From an optimization exercise on the open Yosys and OpenROAD flow, aimed at small area, a short achievable clock period and few clock cycles per item; shortcuts taken in it are not production practice. At most, simulation tests tie the RTL to the original design; equivalence was not proved. Power is estimated from default activity; no workload was simulated.

==> module div_step_stage, before the edit <==
module div_step_stage
#(
  parameter int J0 = 0,
  parameter int K  = 2,
  parameter int SEL = 0,
  parameter int RI = (J0 < 1) ? 1 : J0,
  parameter int RO = (SEL != 0) ? 32 : J0 + K
)
(
  input  logic          CLK,
  input  logic          RST_N,
  input  logic          prev_valid,
  input  logic          prev_done,
  input  logic [RI-1:0] prev_rem,
  input  logic [31:0]   prev_dq,
  input  logic [31:0]   prev_divisor,
  input  logic          prev_neg,
  input  logic          prev_take_rem,
  output logic          next_valid,
  output logic          next_done,
  output logic [RO-1:0] next_rem,
  output logic [31:0]   next_dq,
  output logic [31:0]   next_divisor,
  output logic          next_neg,
  output logic          next_take_rem
);
  logic [31:0] rem [0:K];
  logic [31:0] dq  [0:K];
  assign rem[0] = (J0 == 0) ? 32'd0 : {{(32 - RI){1'b0}}, prev_rem};
  assign dq[0]  = prev_dq;
  for (genvar i = 0; i < K; i++) begin : g_step
    localparam int W = J0 + i + 1;
    logic [W-1:0] t;
    logic [W-1:0] d;
    logic         hi_nz;
    logic         ge;
    if (W == 1) begin : g_t1
      assign t = dq[i][31];
    end else begin : g_tn
      assign t = {rem[i][W-2:0], dq[i][31]};
    end
    if (W < 32) begin : g_hi
      assign hi_nz = |prev_divisor[31:W];
    end else begin : g_nohi
      assign hi_nz = 1'b0;
    end
    assign d  = t - prev_divisor[W-1:0];
    assign ge = !hi_nz && (t >= prev_divisor[W-1:0]);
    if (W < 32) begin : g_rw
      assign rem[i+1] = {{(32 - W){1'b0}}, ge ? d : t};
    end else begin : g_rf
      assign rem[i+1] = ge ? d : t;
    end
    assign dq[i+1] = {dq[i][30:0], ge};
  end
  always_ff @(posedge CLK) begin
    if (!RST_N) begin
      next_valid <= 1'b0;
    end else begin
      next_valid <= prev_valid;
    end
  end
  if (SEL) begin : g_sel
    always_ff @(posedge CLK) begin
      next_rem <= prev_take_rem ? rem[K] : dq[K];
    end
    assign next_dq = '0;
  end else begin : g_nosel
    always_ff @(posedge CLK) begin
      next_rem <= rem[K][RO-1:0];
      next_dq  <= dq[K];
    end
  end
  always_ff @(posedge CLK) begin
    next_done     <= prev_done;
    next_divisor  <= prev_divisor;
    next_neg      <= prev_neg;
    next_take_rem <= prev_take_rem;
  end
endmodule
clock: 7.0 ns
lec_check: 0
cap_margin: 20
core_margin: 2
core_utilization: 40
cts_cluster_diameter: 100
cts_cluster_size: 32
setup_slack_margin: 3.4
slew_margin: 20
run.sh (not shown) runs the stock make flow with config.mk's settings and CLKGATE_MAP_FILE= SYNTH_SCRIPT=/design/flow/synth_recipe.tcl, a recipe that flattens the netlist after the stock synthesis.
The first run completed and failed the layout checks on max-capacitance violations, max-slew violations.
==> next run, changes <==
--- a/flow/design.v
+++ b/flow/design.v
@@ -95,10 +95,11 @@
   assign dq[0]  = prev_dq;
   for (genvar i = 0; i < K; i++) begin : g_step
     localparam int W = J0 + i + 1;
     logic [W-1:0] t;
     logic [W-1:0] d;
+    logic         borrow;
     logic         hi_nz;
     logic         ge;
     if (W == 1) begin : g_t1
       assign t = dq[i][31];
     end else begin : g_tn
@@ -107,12 +108,12 @@
     if (W < 32) begin : g_hi
       assign hi_nz = |prev_divisor[31:W];
     end else begin : g_nohi
       assign hi_nz = 1'b0;
     end
-    assign d  = t - prev_divisor[W-1:0];
-    assign ge = !hi_nz && (t >= prev_divisor[W-1:0]);
+    assign {borrow, d} = {1'b0, t} - {1'b0, prev_divisor[W-1:0]};
+    assign ge = !hi_nz && !borrow;
     if (W < 32) begin : g_rw
       assign rem[i+1] = {{(32 - W){1'b0}}, ge ? d : t};
     end else begin : g_rf
       assign rem[i+1] = ge ? d : t;
     end
After rerunning:
- This time the run completed without violations
- cell count stays flat
- clock skew went up by 0.0097 ns
- total power went down by 0.82%
- routed wire length went down by 3.8%
- clock power went down by about 2%
- count of clock-buffer cells in the layout went up by 1
- synthesized area is about the same
- fmax went up by 0.57%
- sequential power hardly moves
- die area barely changes
- setup slack gains 0.020 ns
Testbench counts after the change, summed over its fixed seeds: cycles 9,856, items 9,600.
Function not checked in the first run of this note: the RTL went through the layout flow alone.


div_top with an RTL version that a note above also has.
Size in the first run: roughly 8,000 cells after synthesis, about 2,600 flip-flops, roughly 100 I/O pins, roughly 89,000 µm² of cells after synthesis.
Settings: LEC_CHECK=0, CAP_MARGIN=20, CORE_MARGIN=2, CORE_UTILIZATION=40, CTS_CLUSTER_DIAMETER=100, CTS_CLUSTER_SIZE=28, SETUP_SLACK_MARGIN=3.4, SLEW_MARGIN=20; clock period 7.0 ns.
Testbench counts at the start, summed over its fixed seeds: cycles 9,856, items 9,600.
==> next run, changes <==
--- a/flow/design.v
+++ b/flow/design.v
@@ -145,16 +145,15 @@
   end
 endmodule
 `default_nettype wire
 `timescale 1ns/1ps
 `default_nettype none
 module div_result_fixup
 #(
-  parameter int DEPTH = 30,
-  parameter int LAPW  = 5
+  parameter int DEPTH = 30
 )
 (
   input  logic        CLK,
   input  logic        RST_N,
   input  logic        r_ready,
   output logic        in_ready,
   input  logic        prev_valid,
@@ -164,15 +163,15 @@
   input  logic        prev_neg,
   output logic        recirc,
   output logic [31:0] result,
   output logic        r_valid,
   output logic [31:0] r_data
 );
   logic        ring;
-  logic [LAPW-1:0] lap;
+  logic [$clog2(DEPTH+1)-1:0] lap;
   logic        prev_head;
   logic        recirc_head;
   logic        space;
   logic        deliver;
   always_comb begin
     if (prev_done) begin
       result = prev_divisor;
@@ -184,15 +183,15 @@
   assign prev_head   = ring & (lap == '0);
   assign deliver     = prev_valid & space & (!ring | prev_head);
   assign recirc      = prev_valid & !deliver;
   assign recirc_head = recirc & (!ring | prev_head);
   assign in_ready    = !ring & !(prev_valid & !space);
   always_ff @(posedge CLK) begin
     if (recirc_head) begin
-      lap <= DEPTH[LAPW-1:0];
+      lap <= DEPTH[$clog2(DEPTH+1)-1:0];
     end else if (lap != '0) begin
       lap <= lap - 1'b1;
     end
   end
   always_ff @(posedge CLK) begin
     if (!RST_N) begin
       ring <= 1'b0;
@@ -1002,15 +1001,15 @@
     .next_done     (s30_done),
     .next_rem      (s30_rem),
     .next_dq       (s30_dq),
     .next_divisor  (s30_divisor),
     .next_neg      (s30_neg),
     .next_take_rem (s30_take_rem)
   );
-  div_result_fixup #(.DEPTH(30), .LAPW(5)) u_result_fixup (
+  div_result_fixup #(.DEPTH(30)) u_result_fixup (
     .CLK           (CLK),
     .RST_N         (RST_N),
     .r_ready       (r_ready),
     .in_ready      (in_ready),
     .prev_valid    (s30_valid),
     .prev_done     (s30_done),
     .prev_mag      (s30_rem),
Result: Setup slack is worse by 0.0076 ns. Cell count decreases by 2.4%. Area after synthesis decreases by 1.6%. Via count decreases by 3.2%. Hold slack is worse by 0.031 ns. Total power decreases by 0.58%. Non-clock buffer count increases by 31. Register-to-register slack barely changes. Global-route usage hardly moves. Routed wire length decreases by 1.3%.
Only the layout flow was run in the second run of this note; the RTL was not checked for function there.

## what the ideal ports hide
Ports are ideal in the flow. The routed layouts listed here were re-timed in OpenROAD. Step 1 (the two cells are an assumption about what drives the block):
set clk [get_ports {CLK}]
set_driving_cell -lib_cell sky130_fd_sc_hd__clkbuf_16 $clk
set_driving_cell -lib_cell sky130_fd_sc_hd__buf_2 [delete_from_list [all_inputs] $clk]
Step 2, shift: input delay + t, output delay - t, t = (earliest + latest rising clock arrival at the registers) / 2. This alone moves slack from input paths to output paths. Slacks: ideal ports / drivers / drivers and shift; pairs: ideal ports / drivers.
| run | t, ns | slack for setup (ns) | worst data-port slew with drivers (ns) |
|---|---|---|---|
| the first run of note 1 | 0.833 | 3.467 / 3.467 / 2.759 | 0.07 |
| the second run of note 1 | 0.821 | 3.487 / 3.507 / 2.723 | 0.09 |
| the first run of note 2 | 0.854 | 3.408 / 3.408 / 2.731 | 0.09 |
| the second run of note 2 | 0.861 | 3.400 / 3.400 / 2.700 | 0.05 |
The setup slack of the second run of note 1, which loses most, moves by +0.020 ns with the drivers and by -0.764 ns with both steps.
